Context: an optimization exercise on an open-source flow, tuned for small area. The choices shown serve that exercise and are no tape-out recipe. Where RTL was checked, it was by simulation tests only, not by an equivalence proof against the original. Power figures rest on the tool's default switching activity, not on a simulated workload.

==> flow/design.v (excerpt) <==
module random_map_writer (
    input  logic        clk,
    input  logic        rst,
    input  logic        start,
    input  logic [15:0] seed,
    input  logic [4:0]  density,
    input  logic [4:0]  rd_x,
    input  logic [4:0]  rd_y,
    output logic        rd_occ,
    output logic        busy,
    output logic        done,
    output logic [9:0]  occ_count
);
For scale: about 810 cells after synthesis, about 130 flip-flops, about 47 I/O pins, roughly 7800 um^2 of cells after synthesis.
Settings: LEC_CHECK=0, CAP_MARGIN=20, CORE_MARGIN=2, CORE_UTILIZATION=55, CTS_BUF_LIST=sky130_fd_sc_hd__clkbuf_8, GPL_TIMING_DRIVEN=0, SLEW_MARGIN=20; clock period 5.0 ns.
standard.sh (not shown) runs the stock make flow with config.mk's settings and CLKGATE_MAP_FILE= SYNTH_SCRIPT=/design/flow/synth_recipe.tcl, a recipe that flattens the netlist after the stock synthesis.
==> flow/flow/run.sh <==
#!/bin/bash
# The standard layout with two changes:
#  - every port still gets its own buffer, but a plain buf_1 instead of the
#    delay buffer that buffer_ports picks by default;
#  - synthesis maps the logic with flow/abc_map.script (an area-oriented ABC
#    script) in place of ORFS's abc_speed.script. Everything else in the ORFS
#    scripts is used unchanged, from a copy made here.
set -euo pipefail
export BUFFER_PORTS_ARGS="-buffer_cell sky130_fd_sc_hd__buf_1"
rm -rf scripts_local
cp -r "$FLOW_HOME/scripts" scripts_local
cp flow/abc_map.script scripts_local/abc_speed.script
export SCRIPTS_DIR="$PWD/scripts_local"
bash standard.sh > standard.log 2>&1
==> flow/flow/abc_map.script <==
strash
dc2
dc2
&get -n
&dch -f
&nf -R 1000
&put
topo
stime -c
dnsize -c
==> next run, changes <==
--- a/flow/design.v
+++ b/flow/design.v
@@ -32,20 +32,20 @@
             dcur      <= '0;
             dprev     <= '0;
             occ_count <= '0;
         end else if (start_accept) begin
             busy      <= 1'b1;
             idx       <= '0;
             dprev     <= dcur;
-            dcur      <= density;   
+            dcur      <= (density > 5'd16) ? 5'd16 : density;
             occ_count <= '0;
         end else if (busy) begin
             idx       <= idx + 1'b1;
             occ_count <= occ_count + 10'(cell_bit);
-            if (idx[9] && idx[7:0] == 8'hFF) begin   
+            if (idx == 10'd767) begin
                 busy <= 1'b0;
                 done <= 1'b1;
             end
         end else begin
             done <= 1'b0;
         end
     end
@@ -139,37 +139,43 @@
     assign dq[25] = base[1] ^ base[3] ^ base[4] ^ base[6];
     assign dq[26] = base[0] ^ base[2] ^ base[3] ^ base[5];
     assign dq[27] = base[1] ^ base[2] ^ base[4] ^ base[10] ^ base[12] ^ base[13] ^ base[15];
     assign dq[28] = base[0] ^ base[1] ^ base[3] ^ base[9] ^ base[11] ^ base[12] ^ base[14];
     assign dq[29] = base[0] ^ base[2] ^ base[8] ^ base[11] ^ base[12] ^ base[15];
     assign dq[30] = base[1] ^ base[7] ^ base[11] ^ base[12] ^ base[13] ^ base[14] ^ base[15];
     logic [30:0] dsh;
-    assign dsh = dq >> grp;
-    logic [15:0] jumped;
-    assign jumped[0] = dsh[15];
-    assign jumped[1] = dsh[14];
-    assign jumped[2] = dsh[13];
-    assign jumped[3] = dsh[12];
-    assign jumped[4] = dsh[11];
-    assign jumped[5] = dsh[10];
-    assign jumped[6] = dsh[9];
-    assign jumped[7] = dsh[8];
-    assign jumped[8] = dsh[7];
-    assign jumped[9] = dsh[6];
-    assign jumped[10] = dsh[5];
-    assign jumped[11] = dsh[4];
-    assign jumped[12] = dsh[3];
-    assign jumped[13] = dsh[2];
-    assign jumped[14] = dsh[1];
-    assign jumped[15] = dsh[0];
+    assign dsh = dq >> {grp[3:1], 1'b0};
+    logic [16:0] pt;
+    logic        pg0;
+    always_ff @(posedge clk) begin
+        pt  <= dsh[16:0];
+        pg0 <= grp[0];
+    end
+    logic [16:0] psh;
+    assign psh = pg0 ? {1'b0, pt[16:1]} : pt;
     logic [15:0] pv;
+    assign pv[0] = psh[15];
+    assign pv[1] = psh[14];
+    assign pv[2] = psh[13];
+    assign pv[3] = psh[12];
+    assign pv[4] = psh[11];
+    assign pv[5] = psh[10];
+    assign pv[6] = psh[9];
+    assign pv[7] = psh[8];
+    assign pv[8] = psh[7];
+    assign pv[9] = psh[6];
+    assign pv[10] = psh[5];
+    assign pv[11] = psh[4];
+    assign pv[12] = psh[3];
+    assign pv[13] = psh[2];
+    assign pv[14] = psh[1];
+    assign pv[15] = psh[0];
     logic [3:0]  px;
     logic        psel, pen;
     always_ff @(posedge clk) begin
-        pv   <= jumped;
         px   <= rd_x[3:0];
         psel <= cur && !start_accept;
         pen  <= valid && !rst;
     end
     logic [18:0] wv;
     assign wv[0] = pv[0] ^ pv[3] ^ pv[5] ^ pv[8];
     assign wv[1] = pv[1] ^ pv[2] ^ pv[3] ^ pv[9] ^ pv[11] ^ pv[13];
The new run finished clean; die area came out lower by about 0.7%; count of clock-buffer cells in the layout went down by 1; via count went up by 1.6%; non-clock buffer count went up by 35; sequential power barely changes; synthesized area shrinks by 0.72%; worst setup slack degrades by 190 ps; final cell count came out higher by 0.56%; final area grows by about 6%; routed wire length increases by 5.2%; first-iteration DRC count went up by about 0.5%.
Only the layout flow was run in the second run of this note; the RTL was not checked for function there.

---

The RTL this note starts from:
==> flow/design.v <==
`timescale 1ns/1ps
module random_map_writer (
    input  logic        clk,
    input  logic        rst,
    input  logic        start,
    input  logic [15:0] seed,
    input  logic [4:0]  density,
    input  logic [4:0]  rd_x,
    input  logic [4:0]  rd_y,
    output logic        rd_occ,
    output logic        busy,
    output logic        done,
    output logic [9:0]  occ_count
);
    logic [9:0]  idx;
    logic [15:0] lfsr;
    logic [4:0]  dcur, dprev;
    logic        start_accept, cell_bit, row_start, seed_zero;
    logic [15:0] cp0;
    logic [15:0] cp1;
    logic [15:0] cp2;
    logic [15:0] pend;   
    assign start_accept = !busy && !done && start;
    assign cell_bit     = dcur[4] || (lfsr[3:0] < dcur[3:0]);
    assign row_start    = (idx[7:0] == '0);
    assign seed_zero    = (seed == 16'h0000);
    always_ff @(posedge clk) begin
        if (rst) begin
            busy      <= 1'b0;
            done      <= 1'b0;
            idx       <= '0;
            dcur      <= '0;
            dprev     <= '0;
            occ_count <= '0;
        end else if (start_accept) begin
            busy      <= 1'b1;
            idx       <= '0;
            dprev     <= dcur;
            dcur      <= (density > 5'd16) ? 5'd16 : density;
            occ_count <= '0;
        end else if (busy) begin
            idx       <= idx + 1'b1;
            occ_count <= occ_count + 10'(cell_bit);
            if (idx == 10'd767) begin
                busy <= 1'b0;
                done <= 1'b1;
            end
        end else begin
            done <= 1'b0;
        end
    end
    always_ff @(posedge clk) begin
        if (busy)
            lfsr <= {lfsr[14:0], lfsr[15] ^ lfsr[13] ^ lfsr[12] ^ lfsr[10]};
        else
            lfsr <= seed | (seed_zero ? 16'hACE1 : 16'h0000);
    end
    logic [15:0] dlfsr;
    assign dlfsr[0] = lfsr[0] ^ lfsr[2] ^ lfsr[3] ^ lfsr[4] ^ lfsr[5] ^ lfsr[7] ^ lfsr[8] ^ lfsr[10] ^ lfsr[11] ^ lfsr[12] ^ lfsr[13] ^ lfsr[15];
    assign dlfsr[1] = lfsr[5] ^ lfsr[9] ^ lfsr[11] ^ lfsr[15];
    assign dlfsr[2] = lfsr[10] ^ lfsr[12] ^ lfsr[13] ^ lfsr[15];
    assign dlfsr[3] = lfsr[15];
    assign dlfsr[4] = lfsr[0] ^ lfsr[1] ^ lfsr[3] ^ lfsr[8] ^ lfsr[10] ^ lfsr[14];
    assign dlfsr[5] = lfsr[0] ^ lfsr[1] ^ lfsr[2] ^ lfsr[3] ^ lfsr[4] ^ lfsr[9] ^ lfsr[15];
    assign dlfsr[6] = lfsr[0] ^ lfsr[2] ^ lfsr[5] ^ lfsr[6] ^ lfsr[7] ^ lfsr[8] ^ lfsr[9] ^ lfsr[10] ^ lfsr[12] ^ lfsr[13] ^ lfsr[14];
    assign dlfsr[7] = lfsr[3] ^ lfsr[6] ^ lfsr[7] ^ lfsr[13];
    assign dlfsr[8] = lfsr[1] ^ lfsr[3] ^ lfsr[5] ^ lfsr[7] ^ lfsr[8] ^ lfsr[9] ^ lfsr[10] ^ lfsr[11] ^ lfsr[12] ^ lfsr[13] ^ lfsr[15];
    assign dlfsr[9] = lfsr[0] ^ lfsr[2] ^ lfsr[6] ^ lfsr[7] ^ lfsr[14];
    assign dlfsr[10] = lfsr[1] ^ lfsr[5] ^ lfsr[6] ^ lfsr[9] ^ lfsr[10] ^ lfsr[11] ^ lfsr[15];
    assign dlfsr[11] = lfsr[2] ^ lfsr[4] ^ lfsr[5] ^ lfsr[7] ^ lfsr[8] ^ lfsr[12] ^ lfsr[15];
    assign dlfsr[12] = lfsr[4] ^ lfsr[6] ^ lfsr[8] ^ lfsr[9] ^ lfsr[11] ^ lfsr[13];
    assign dlfsr[13] = lfsr[0] ^ lfsr[2] ^ lfsr[4] ^ lfsr[6] ^ lfsr[8] ^ lfsr[9] ^ lfsr[10] ^ lfsr[11] ^ lfsr[13] ^ lfsr[14];
    assign dlfsr[14] = lfsr[2] ^ lfsr[3] ^ lfsr[4] ^ lfsr[5] ^ lfsr[10] ^ lfsr[11] ^ lfsr[12];
    assign dlfsr[15] = lfsr[0] ^ lfsr[1] ^ lfsr[2] ^ lfsr[3] ^ lfsr[5] ^ lfsr[7] ^ lfsr[8] ^ lfsr[14];
    logic [1:0] prow;
    logic [9:0] idxm1;
    assign idxm1 = idx - 1'b1;
    assign prow  = idxm1[9:8];
    always_ff @(posedge clk) begin
        if (busy && row_start)
            pend <= dlfsr;
        if ((busy && row_start) || done) begin
            case (prow)
                0: cp0 <= pend;
                1: cp1 <= pend;
                2: cp2 <= pend;
                default: ;
            endcase
        end
    end
    logic [9:0]  k;
    logic        valid, cur, use_pend;
    logic [1:0] rrow;
    logic [7:0] roff;
    logic [3:0] grp;
    logic [15:0] base;
    assign k        = {rd_y, rd_x};
    assign valid    = !(rd_y[4] && rd_y[3]);
    assign rrow     = k[9:8];
    assign roff     = k[7:0];
    assign grp      = k[7:4];
    assign use_pend = (rrow == prow) && ((idx[7:0] == '0) || (roff < idx[7:0]));
    assign cur      = (idx != '0) && ((rrow < prow) || use_pend);
    always_comb begin
        case (rrow)
            0: base = cp0;
            1: base = cp1;
            2: base = cp2;
            default: base = cp2;
        endcase
        if (use_pend) base = pend;
    end
    logic [30:0] dq;
    assign dq[0] = base[15];
    assign dq[1] = base[14];
    assign dq[2] = base[13];
    assign dq[3] = base[12];
    assign dq[4] = base[11];
    assign dq[5] = base[10];
    assign dq[6] = base[9];
    assign dq[7] = base[8];
    assign dq[8] = base[7];
    assign dq[9] = base[6];
    assign dq[10] = base[5];
    assign dq[11] = base[4];
    assign dq[12] = base[3];
    assign dq[13] = base[2];
    assign dq[14] = base[1];
    assign dq[15] = base[0];
    assign dq[16] = base[10] ^ base[12] ^ base[13] ^ base[15];
    assign dq[17] = base[9] ^ base[11] ^ base[12] ^ base[14];
    assign dq[18] = base[8] ^ base[10] ^ base[11] ^ base[13];
    assign dq[19] = base[7] ^ base[9] ^ base[10] ^ base[12];
    assign dq[20] = base[6] ^ base[8] ^ base[9] ^ base[11];
    assign dq[21] = base[5] ^ base[7] ^ base[8] ^ base[10];
    assign dq[22] = base[4] ^ base[6] ^ base[7] ^ base[9];
    assign dq[23] = base[3] ^ base[5] ^ base[6] ^ base[8];
    assign dq[24] = base[2] ^ base[4] ^ base[5] ^ base[7];
    assign dq[25] = base[1] ^ base[3] ^ base[4] ^ base[6];
    assign dq[26] = base[0] ^ base[2] ^ base[3] ^ base[5];
    assign dq[27] = base[1] ^ base[2] ^ base[4] ^ base[10] ^ base[12] ^ base[13] ^ base[15];
    assign dq[28] = base[0] ^ base[1] ^ base[3] ^ base[9] ^ base[11] ^ base[12] ^ base[14];
    assign dq[29] = base[0] ^ base[2] ^ base[8] ^ base[11] ^ base[12] ^ base[15];
    assign dq[30] = base[1] ^ base[7] ^ base[11] ^ base[12] ^ base[13] ^ base[14] ^ base[15];
    logic [30:0] dsh;
    assign dsh = dq >> {grp[3:1], 1'b0};
    logic [16:0] pt;
    logic        pg0;
    always_ff @(posedge clk) begin
        pt  <= dsh[16:0];
        pg0 <= grp[0];
    end
    logic [16:0] psh;
    assign psh = pg0 ? {1'b0, pt[16:1]} : pt;
    logic [15:0] pv;
    assign pv[0] = psh[15];
    assign pv[1] = psh[14];
    assign pv[2] = psh[13];
    assign pv[3] = psh[12];
    assign pv[4] = psh[11];
    assign pv[5] = psh[10];
    assign pv[6] = psh[9];
    assign pv[7] = psh[8];
    assign pv[8] = psh[7];
    assign pv[9] = psh[6];
    assign pv[10] = psh[5];
    assign pv[11] = psh[4];
    assign pv[12] = psh[3];
    assign pv[13] = psh[2];
    assign pv[14] = psh[1];
    assign pv[15] = psh[0];
    logic [3:0]  px;
    logic        psel, pen;
    always_ff @(posedge clk) begin
        px   <= rd_x[3:0];
        psel <= cur && !start_accept;
        pen  <= valid && !rst;
    end
    logic [18:0] wv;
    assign wv[0] = pv[0] ^ pv[3] ^ pv[5] ^ pv[8];
    assign wv[1] = pv[1] ^ pv[2] ^ pv[3] ^ pv[9] ^ pv[11] ^ pv[13];
    assign wv[2] = pv[1] ^ pv[4] ^ pv[8] ^ pv[10] ^ pv[11] ^ pv[13];
    assign wv[3] = pv[1] ^ pv[5] ^ pv[6] ^ pv[7] ^ pv[9] ^ pv[10] ^ pv[11];
    assign wv[4] = pv[2];
    assign wv[5] = pv[0] ^ pv[2] ^ pv[3] ^ pv[6] ^ pv[9] ^ pv[10] ^ pv[12] ^ pv[15];
    assign wv[6] = pv[0] ^ pv[1] ^ pv[2] ^ pv[3] ^ pv[5] ^ pv[6] ^ pv[7] ^ pv[8] ^ pv[12] ^ pv[13];
    assign wv[7] = pv[1] ^ pv[4] ^ pv[6] ^ pv[7] ^ pv[8] ^ pv[10] ^ pv[11] ^ pv[13] ^ pv[15];
    assign wv[8] = pv[0] ^ pv[4] ^ pv[5] ^ pv[9] ^ pv[10] ^ pv[11] ^ pv[13] ^ pv[15];
    assign wv[9] = pv[0] ^ pv[1] ^ pv[3] ^ pv[4] ^ pv[5] ^ pv[10] ^ pv[11] ^ pv[12] ^ pv[15];
    assign wv[10] = pv[3] ^ pv[7] ^ pv[9] ^ pv[11] ^ pv[13] ^ pv[14];
    assign wv[11] = pv[1] ^ pv[4] ^ pv[8] ^ pv[9] ^ pv[10] ^ pv[11] ^ pv[13] ^ pv[15];
    assign wv[12] = pv[3] ^ pv[7] ^ pv[8] ^ pv[10] ^ pv[11];
    assign wv[13] = pv[0] ^ pv[1] ^ pv[4] ^ pv[5] ^ pv[7] ^ pv[11] ^ pv[15];
    assign wv[14] = pv[2] ^ pv[3] ^ pv[4] ^ pv[5] ^ pv[7] ^ pv[10] ^ pv[14] ^ pv[15];
    assign wv[15] = pv[0] ^ pv[1] ^ pv[2] ^ pv[4] ^ pv[5] ^ pv[6] ^ pv[7] ^ pv[9] ^ pv[11] ^ pv[12] ^ pv[14] ^ pv[15];
    assign wv[16] = pv[2] ^ pv[4] ^ pv[7] ^ pv[10] ^ pv[12] ^ pv[13] ^ pv[15];
    assign wv[17] = pv[0] ^ pv[1] ^ pv[2] ^ pv[8] ^ pv[10] ^ pv[12];
    assign wv[18] = pv[0] ^ pv[3] ^ pv[7] ^ pv[9] ^ pv[10] ^ pv[12];
    logic [18:0] ws;
    assign ws = wv >> px;
    logic [3:0] nib;
    assign nib = {ws[0], ws[1], ws[2], ws[3]};
    logic [4:0] pd;
    assign pd = psel ? dcur : dprev;
    logic [3:0] lt;
    assign lt[0] = pd[0] & ~nib[0];
    assign lt[1] = pd[1] ? (~nib[1] | lt[0]) : (~nib[1] & lt[0]);
    assign lt[2] = pd[2] ? (~nib[2] | lt[1]) : (~nib[2] & lt[1]);
    assign lt[3] = pd[3] ? (~nib[3] | lt[2]) : (~nib[3] & lt[2]);
    assign rd_occ = pen && (pd[4] || lt[3]);
endmodule
export LEC_CHECK = 0
export CAP_MARGIN = 20
export CORE_MARGIN = 2
export CORE_UTILIZATION = 40
export CTS_BUF_LIST = sky130_fd_sc_hd__clkbuf_8
export GPL_TIMING_DRIVEN = 0
export SLEW_MARGIN = 20
create_clock -name core_clock -period 5.0 [get_ports {clk}]
==> flow/flow/abc_map.script <==
strash
dc2
&get -n
&dch -f
&nf
&put
topo
stime -c
dnsize -c
Scripts as last shown in full above: flow/flow/run.sh
The baseline finished with timing, DRC and antenna clean.
Edit:
--- a/flow/design.v
+++ b/flow/design.v
@@ -141,39 +141,33 @@
     assign dq[27] = base[1] ^ base[2] ^ base[4] ^ base[10] ^ base[12] ^ base[13] ^ base[15];
     assign dq[28] = base[0] ^ base[1] ^ base[3] ^ base[9] ^ base[11] ^ base[12] ^ base[14];
     assign dq[29] = base[0] ^ base[2] ^ base[8] ^ base[11] ^ base[12] ^ base[15];
     assign dq[30] = base[1] ^ base[7] ^ base[11] ^ base[12] ^ base[13] ^ base[14] ^ base[15];
     logic [30:0] dsh;
-    assign dsh = dq >> {grp[3:1], 1'b0};
-    logic [16:0] pt;
-    logic        pg0;
-    always_ff @(posedge clk) begin
-        pt  <= dsh[16:0];
-        pg0 <= grp[0];
-    end
-    logic [16:0] psh;
-    assign psh = pg0 ? {1'b0, pt[16:1]} : pt;
+    assign dsh = dq >> grp;
+    logic [15:0] jumped;
+    assign jumped[0] = dsh[15];
+    assign jumped[1] = dsh[14];
+    assign jumped[2] = dsh[13];
+    assign jumped[3] = dsh[12];
+    assign jumped[4] = dsh[11];
+    assign jumped[5] = dsh[10];
+    assign jumped[6] = dsh[9];
+    assign jumped[7] = dsh[8];
+    assign jumped[8] = dsh[7];
+    assign jumped[9] = dsh[6];
+    assign jumped[10] = dsh[5];
+    assign jumped[11] = dsh[4];
+    assign jumped[12] = dsh[3];
+    assign jumped[13] = dsh[2];
+    assign jumped[14] = dsh[1];
+    assign jumped[15] = dsh[0];
     logic [15:0] pv;
-    assign pv[0] = psh[15];
-    assign pv[1] = psh[14];
-    assign pv[2] = psh[13];
-    assign pv[3] = psh[12];
-    assign pv[4] = psh[11];
-    assign pv[5] = psh[10];
-    assign pv[6] = psh[9];
-    assign pv[7] = psh[8];
-    assign pv[8] = psh[7];
-    assign pv[9] = psh[6];
-    assign pv[10] = psh[5];
-    assign pv[11] = psh[4];
-    assign pv[12] = psh[3];
-    assign pv[13] = psh[2];
-    assign pv[14] = psh[1];
-    assign pv[15] = psh[0];
     logic [3:0]  px;
     logic        psel, pen;
     always_ff @(posedge clk) begin
+        pv   <= jumped;
         px   <= rd_x[3:0];
         psel <= cur && !start_accept;
         pen  <= valid && !rst;
     end
     logic [18:0] wv;
Effect:
- worst setup slack improves by 0.093 ns
- sequential power hardly moves
- total power falls by 9.0%
- final cell count falls by 2.1%
- final area falls by 4.5%
- core utilization falls by 2.3 points
- register-to-register slack degrades by 0.10 ns
- maximum frequency rises by 2.0%
- worst hold slack barely changes
- wire length falls by 1.7%
- sequential share of layout area rises by 1.2 points
- non-clock buffer count falls by 16
For the first run of this note, only the layout was checked, not whether the RTL still works.

[afterwards: timing with drivers on the ports]
How much do the figures lean on ideal ports? The routed layouts below were timed once more, with nothing changed but the port constraints.
Step 1 (the two cells are an assumption about what drives the block):
set clk [get_ports {clk}]
set_driving_cell -lib_cell sky130_fd_sc_hd__clkbuf_16 $clk
set_driving_cell -lib_cell sky130_fd_sc_hd__buf_2 [delete_from_list [all_inputs] $clk]
Step 2 moves the port delays by t, midway between the first and last clock arrival at a register: inputs arrive t later, outputs are due t later. That takes back most of the time a late clock gives input paths.
Slacks: no drivers / after step 1 / after step 2; pairs: no drivers / after step 1.
| run | shift t [ns] | setup slack, ns | clock arrival spread, ns |
|---|---|---|---|
| the first run of note 1 | 0.480 | 0.322 / 0.285 / -0.113 | 0.017 / 0.017 |
| the second run of note 1 | 0.480 | 0.133 / 0.095 / 0.118 | 0.015 / 0.015 |
| the first run of note 2 | 0.477 | 0.186 / 0.148 / -0.153 | 0.015 / 0.014 |
| the second run of note 2 | 0.473 | 0.279 / 0.300 / -0.173 | 0.017 / 0.018 |
Met with ideal ports but missed after step 2: setup timing in the first run of note 1, the first run of note 2 and the second run of note 2. For the second run of note 2, which loses most, drivers alone change the setup slack by +0.021 ns; drivers and shift together by -0.452 ns.
